From an optimization exercise on the open Yosys and OpenROAD flow, aimed at small area, a short achievable clock period and few clock cycles per item; shortcuts taken in it are not production practice. The RTL was checked by simulation tests, not by an equivalence proof against the original design. Power figures rest on the tool's default switching activity, not on a simulated workload.

==> flow/design.v (excerpt) <==
module fan_step_hysteresis_level #(
	parameter int LEVELS = fshl_pkg::LEVELS_DEF
) (
	input  logic                           clk,
	input  logic                           arst_n,
	input  logic                           in_valid,
	output logic                           in_stall,
	input  fshl_pkg::temp_t                cpu_temp,
	input  fshl_pkg::temp_t                temp_regulator,
	input  fshl_pkg::temp_t                charger_temp,
	input  logic                           powered,
	output logic                           out_valid,
	input  logic                           out_stall,
	output logic [fshl_pkg::RPM_W-1:0]     target_rpm,
	output logic [fshl_pkg::LEVEL_W-1:0]   fan_level,
	input  logic                           cfg_valid,
	output logic                           cfg_ready,
	input  logic [fshl_pkg::CFG_IDX_W-1:0] cfg_index,
	input  logic [fshl_pkg::CFG_DATA_W-1:0] cfg_data
);
Size: about 1,500 cells after synthesis, about 480 flip-flops, roughly 130 I/O pins, about 0.021 mm^2 of cells after synthesis.
clock: 5.0 ns
lec_check: 0
cap_margin: 20
core_margin: 2
core_utilization: 40
cts_buf_list: sky130_fd_sc_hd__clkbuf_16
cts_cluster_diameter: 60
cts_cluster_size: 24
setup_slack_margin: 3.0
slew_margin: 20
tns_end_percent: 10
run.sh (not shown) runs the stock make flow with config.mk's settings and CLKGATE_MAP_FILE= SYNTH_SCRIPT=/design/flow/synth_recipe.tcl, a recipe that flattens the netlist after the stock synthesis.
Testbench counts at the start, summed over its fixed seeds: cycles 4,822, items 4,255.
Change:
- CORE_UTILIZATION: 40 -> 65
- CTS_BUF_LIST: sky130_fd_sc_hd__clkbuf_16 -> default
- CTS_CLUSTER_DIAMETER: 60 -> default
- CTS_CLUSTER_SIZE: 24 -> default
- PLACE_DENSITY: default -> 0.8
- TNS_END_PERCENT: 10 -> default
What happened: Maximum frequency goes up by about 1.1%. Sequential share of layout area went up by 0.36 points. Routed wire length shrinks by 0.92%. Hold slack improves by 0.033 ns. Sequential cell count is unchanged. Clock-buffer cell count is higher by 16. Non-clock buffer count went down by 4.


Another version of the RTL of fan_step_hysteresis_level (not shown whole).
Size: about 1400 cells after synthesis, roughly 21000 sq um of cells after synthesis.
clock: 5.0 ns
lec_check: 0
cap_margin: 20
core_margin: 2
core_utilization: 40
cts_buf_list: sky130_fd_sc_hd__clkbuf_16
cts_cluster_diameter: 70
cts_cluster_size: 28
setup_slack_margin: 3.0
slew_margin: 20
standard.sh (not shown) runs the stock make flow with config.mk's settings and CLKGATE_MAP_FILE= SYNTH_SCRIPT=/design/flow/synth_recipe.tcl, a recipe that flattens the netlist after the stock synthesis.
==> flow/flow/run.sh <==
#!/bin/bash
# Own layout flow: the standard layout (standard.sh, with its unchanged synthesis)
# run with one extra ORFS setting, in a config file that includes the standard flow's config.mk:
# the port buffers that global placement inserts start as buf_1 instead of the default
# buffer (repair still resizes any of them where slew, load or timing needs it).
# The make run's full output goes to flow_make.log in this folder.
set -euo pipefail
here=$(pwd)
{
	echo "include $here/config.mk"
	echo "export BUFFER_PORTS_ARGS = -buffer_cell sky130_fd_sc_hd__buf_1"
	echo "export SETUP_MOVE_SEQUENCE = unbuffer,sizeup,swap,clone"
} > "$here/flow_config.mk"
sed "s#DESIGN_CONFIG=[^ ]*#DESIGN_CONFIG=$here/flow_config.mk#" standard.sh > own_standard.sh
bash own_standard.sh > flow_make.log 2>&1
The baseline passed the timing, design-rule and antenna checks.
Testbench counts at the start, summed over its fixed seeds: cycles 4,822, items 4,255.
Rerun with:
==> flow/flow/run.sh (replaced) <==
#!/bin/bash
# Own layout flow: the standard layout (standard.sh, with its unchanged synthesis)
# run with extra ORFS settings, in a config file that includes the standard flow's config.mk:
#  - the port buffers that global placement inserts start as buf_1 instead of the default
#    buffer (repair still resizes any of them where slew, load or timing needs it);
#  - clock tree synthesis with the clustering of config.mk and no dummy loads.
# The make run's full output goes to flow_make.log in this folder.
set -euo pipefail
here=$(pwd)
{
	echo "include $here/config.mk"
	echo "export BUFFER_PORTS_ARGS = -buffer_cell sky130_fd_sc_hd__buf_1"
	echo "export CTS_ARGS = -sink_clustering_enable -repair_clock_nets -sink_clustering_size 28 -sink_clustering_max_diameter 70 -buf_list sky130_fd_sc_hd__clkbuf_16 -dont_use_dummy_load"
} > "$here/flow_config.mk"
sed "s#DESIGN_CONFIG=[^ ]*#DESIGN_CONFIG=$here/flow_config.mk#" standard.sh > own_standard.sh
bash own_standard.sh > flow_make.log 2>&1
- GPL_ROUTABILITY_DRIVEN: not set -> 0
Effect: Flip-flop and latch count does not change; non-clock buffer count increases by 88; clock power decreases by about 18%; sequential share of layout area decreases by 0.57 points; sequential power hardly moves; first-iteration DRC count increases by about 15%; die area stays the same; total power decreases by 4.8%; setup slack improved by 0.011 ns; area after synthesis is unchanged.
Rerun with:
- GPL_ROUTABILITY_DRIVEN: 0 -> not set
- GPL_TIMING_DRIVEN: not set -> 0
=> The changed run produced a clean layout. Power rose by about 0.36%. Final area rose by 0.62%. Routed wire length fell by about 3%. Core utilization rose by 0.30 points. Via count hardly moves. Register-to-register slack degrades by 0.16 ns.
Rerun with:
==> flow/flow/run.sh (replaced) <==
#!/bin/bash
# Own layout flow: the standard layout (standard.sh, with its unchanged synthesis)
# run with one extra ORFS setting, in a config file that includes the standard flow's config.mk:
# the port buffers that global placement inserts start as buf_1 instead of the default
# buffer (repair still resizes any of them where slew, load or timing needs it).
# The make run's full output goes to flow_make.log in this folder.
set -euo pipefail
here=$(pwd)
{
	echo "include $here/config.mk"
	echo "export BUFFER_PORTS_ARGS = -buffer_cell sky130_fd_sc_hd__buf_1"
} > "$here/flow_config.mk"
sed "s#DESIGN_CONFIG=[^ ]*#DESIGN_CONFIG=$here/flow_config.mk#" standard.sh > own_standard.sh
bash own_standard.sh > flow_make.log 2>&1
- CTS_CLUSTER_DIAMETER: 70 -> 60
- CTS_CLUSTER_SIZE: 28 -> 24
- GPL_TIMING_DRIVEN: 0 -> not set
What happened: Critical path depth fell by 1; power rose by 10%; worst hold slack is better by 0.064 ns; utilization rose by 0.40 points; area after synthesis is unchanged.


Starting RTL as in the previous note.
clock: 5.0 ns
lec_check: 0
cap_margin: 20
core_margin: 2
core_utilization: 40
cts_buf_list: sky130_fd_sc_hd__clkbuf_16
cts_cluster_diameter: 70
cts_cluster_size: 28
setup_slack_margin: 3.2
slew_margin: 20
==> flow/flow/run.sh <==
#!/bin/bash
# Own layout flow: the standard layout (standard.sh, with its unchanged synthesis)
# run with extra ORFS settings, in a config file that includes the standard flow's config.mk:
#  - the port buffers that global placement inserts start as buf_1 instead of the default
#    buffer (repair still resizes any of them where slew, load or timing needs it);
#  - clock tree synthesis with the clustering of config.mk and no dummy loads.
# The make run's full output goes to flow_make.log in this folder.
set -euo pipefail
here=$(pwd)
{
	echo "include $here/config.mk"
	echo "export BUFFER_PORTS_ARGS = -buffer_cell sky130_fd_sc_hd__buf_1"
	echo "export CTS_ARGS = -sink_clustering_enable -repair_clock_nets -sink_clustering_size 28 -sink_clustering_max_diameter 70 -buf_list sky130_fd_sc_hd__clkbuf_16 -dont_use_dummy_load"
} > "$here/flow_config.mk"
sed "s#DESIGN_CONFIG=[^ ]*#DESIGN_CONFIG=$here/flow_config.mk#" standard.sh > own_standard.sh
bash own_standard.sh > flow_make.log 2>&1
Testbench counts at the start, summed over its fixed seeds: cycles 4,822, items 4,255.
Edit:
--- a/flow/config.mk
+++ b/flow/config.mk
@@ -12,4 +12,5 @@
 export CTS_CLUSTER_DIAMETER = 70
 export CTS_CLUSTER_SIZE = 28
-export SETUP_SLACK_MARGIN = 3.2
+export PLACE_DENSITY = 0.7
+export SETUP_SLACK_MARGIN = 3.0
 export SLEW_MARGIN = 20
Maximum frequency goes down slightly.
Sequential share of layout area goes up by 0.92 points.
Die area does not change.
Design area goes down slightly.
Synthesized cell count does not change.
Routed wire length goes down by a few percent.
Sequential power stays flat.
Edit:
==> flow/flow/run.sh (replaced) <==
#!/bin/bash
# Own layout flow: the standard layout (standard.sh, with its unchanged synthesis)
# run with one extra ORFS setting, in a config file that includes the standard flow's config.mk:
# the port buffers that global placement inserts start as buf_1 instead of the default
# buffer (repair still resizes any of them where slew, load or timing needs it).
# The make run's full output goes to flow_make.log in this folder.
set -euo pipefail
here=$(pwd)
{
	echo "include $here/config.mk"
	echo "export BUFFER_PORTS_ARGS = -buffer_cell sky130_fd_sc_hd__buf_1"
} > "$here/flow_config.mk"
sed "s#DESIGN_CONFIG=[^ ]*#DESIGN_CONFIG=$here/flow_config.mk#" standard.sh > own_standard.sh
bash own_standard.sh > flow_make.log 2>&1
--- a/flow/config.mk
+++ b/flow/config.mk
@@ -8,9 +8,8 @@
 export CAP_MARGIN = 20
 export CORE_MARGIN = 2
-export CORE_UTILIZATION = 40
+export CORE_UTILIZATION = 55
 export CTS_BUF_LIST = sky130_fd_sc_hd__clkbuf_16
-export CTS_CLUSTER_DIAMETER = 70
-export CTS_CLUSTER_SIZE = 28
-export PLACE_DENSITY = 0.7
+export CTS_CLUSTER_DIAMETER = 60
+export CTS_CLUSTER_SIZE = 24
 export SETUP_SLACK_MARGIN = 3.0
 export SLEW_MARGIN = 20
After rerunning:
- synthesized cell count is unchanged
- power is higher by 13%
- setup slack loses 0.19 ns
- combinational power hardly moves
Edit:
==> flow/flow/run.sh (replaced) <==
#!/bin/bash
# Own layout flow: the standard layout (standard.sh, with its unchanged synthesis)
# run with extra ORFS settings, in a config file that includes the standard flow's config.mk:
#  - the port buffers that global placement inserts start as buf_1 instead of the default
#    buffer (repair still resizes any of them where slew, load or timing needs it);
#  - clock tree synthesis with the clustering of config.mk and no dummy loads.
# The make run's full output goes to flow_make.log in this folder.
set -euo pipefail
here=$(pwd)
{
	echo "include $here/config.mk"
	echo "export BUFFER_PORTS_ARGS = -buffer_cell sky130_fd_sc_hd__buf_1"
	echo "export CTS_ARGS = -sink_clustering_enable -repair_clock_nets -sink_clustering_size 28 -sink_clustering_max_diameter 70 -buf_list sky130_fd_sc_hd__clkbuf_16 -dont_use_dummy_load"
} > "$here/flow_config.mk"
sed "s#DESIGN_CONFIG=[^ ]*#DESIGN_CONFIG=$here/flow_config.mk#" standard.sh > own_standard.sh
bash own_standard.sh > flow_make.log 2>&1
--- a/flow/config.mk
+++ b/flow/config.mk
@@ -8,8 +8,9 @@
 export CAP_MARGIN = 20
 export CORE_MARGIN = 2
-export CORE_UTILIZATION = 55
+export CORE_UTILIZATION = 40
 export CTS_BUF_LIST = sky130_fd_sc_hd__clkbuf_16
-export CTS_CLUSTER_DIAMETER = 60
-export CTS_CLUSTER_SIZE = 24
+export CTS_CLUSTER_DIAMETER = 70
+export CTS_CLUSTER_SIZE = 28
+export PLACE_DENSITY = 0.5
 export SETUP_SLACK_MARGIN = 3.0
 export SLEW_MARGIN = 20
What happened:
- The new run completed with no timing, DRC or antenna violations
- setup slack gains 0.16 ns
- global-route usage fell by 6.9 points
- non-clock buffer count is higher by 8
- core utilization shrinks by 19 points
- total power falls by 5.0%
Edit:
--- a/flow/config.mk
+++ b/flow/config.mk
@@ -12,5 +12,4 @@
 export CTS_CLUSTER_DIAMETER = 70
 export CTS_CLUSTER_SIZE = 28
-export PLACE_DENSITY = 0.5
-export SETUP_SLACK_MARGIN = 3.0
+export SETUP_SLACK_MARGIN = 2.9
 export SLEW_MARGIN = 20
=>
- final cell count shrinks by 0.81%
- final area decreases by 2.1%
- first-iteration DRC count goes up by 9.9%
- synthesized area does not change
- maximum frequency came out lower by 2.6%
- die area is unchanged
- global-route usage shrinks by 1.3 points
- sequential power hardly moves
- worst setup slack degrades by 0.065 ns

## re-timing with driven ports
How much do the figures lean on ideal ports? The routed layouts below were timed once more, with nothing changed but the port constraints.
Step 1 (the two cells are an assumption about what drives the block):
set clk [get_ports {clk}]
set_driving_cell -lib_cell sky130_fd_sc_hd__clkbuf_16 $clk
set_driving_cell -lib_cell sky130_fd_sc_hd__buf_2 [delete_from_list [all_inputs] $clk]
Step 2 moves the port delays by t, midway between the first and last clock arrival at a register: inputs arrive t later, outputs are due t later. That takes back most of the time a late clock gives input paths.
a / b / c = no drivers / after step 1 / after step 2; a / b = the first two.
run	t, ns	setup WS [ns]	worst setup path after step 2	clock arrival spread, ns	cell pins on the clock port's net
the first run of note 1	0.621	2.452 / 2.412 / 1.917	input to register	0.037 / 0.037	1
the second run of note 1	0.601	2.480 / 2.463 / 1.863	input to register	0.026 / 0.026	1
the first run of note 2	0.653	2.601 / 2.572 / 1.920	input to register	0.019 / 0.019	1
the second run of note 2	0.631	2.612 / 2.565 / 1.934	input to register	0.046 / 0.045	1
the third run of note 2	0.640	2.478 / 2.478 / 1.838	input to register	0.051 / 0.052	1
the fourth run of note 2	0.629	2.617 / 2.569 / 1.941	input to register	0.035 / 0.035	1
the first run of note 3	0.623	2.593 / 2.523 / 1.901	input to register	0.063 / 0.063	1
the second run of note 3	0.609	2.582 / 2.517 / 1.908	input to register	0.041 / 0.041	1
the third run of note 3	0.601	2.393 / 2.377 / 1.775	input to register	0.021 / 0.021	1
the fourth run of note 3	0.606	2.549 / 2.461 / 1.855	input to register	0.058 / 0.058	1
the fifth run of note 3	0.627	2.485 / 2.487 / 1.860	input to register	0.060 / 0.060	1
After both steps every run listed still meets setup and hold. The setup slack of the fourth run of note 3, which loses most, moves by -0.088 ns with the drivers and by -0.694 ns with both steps.
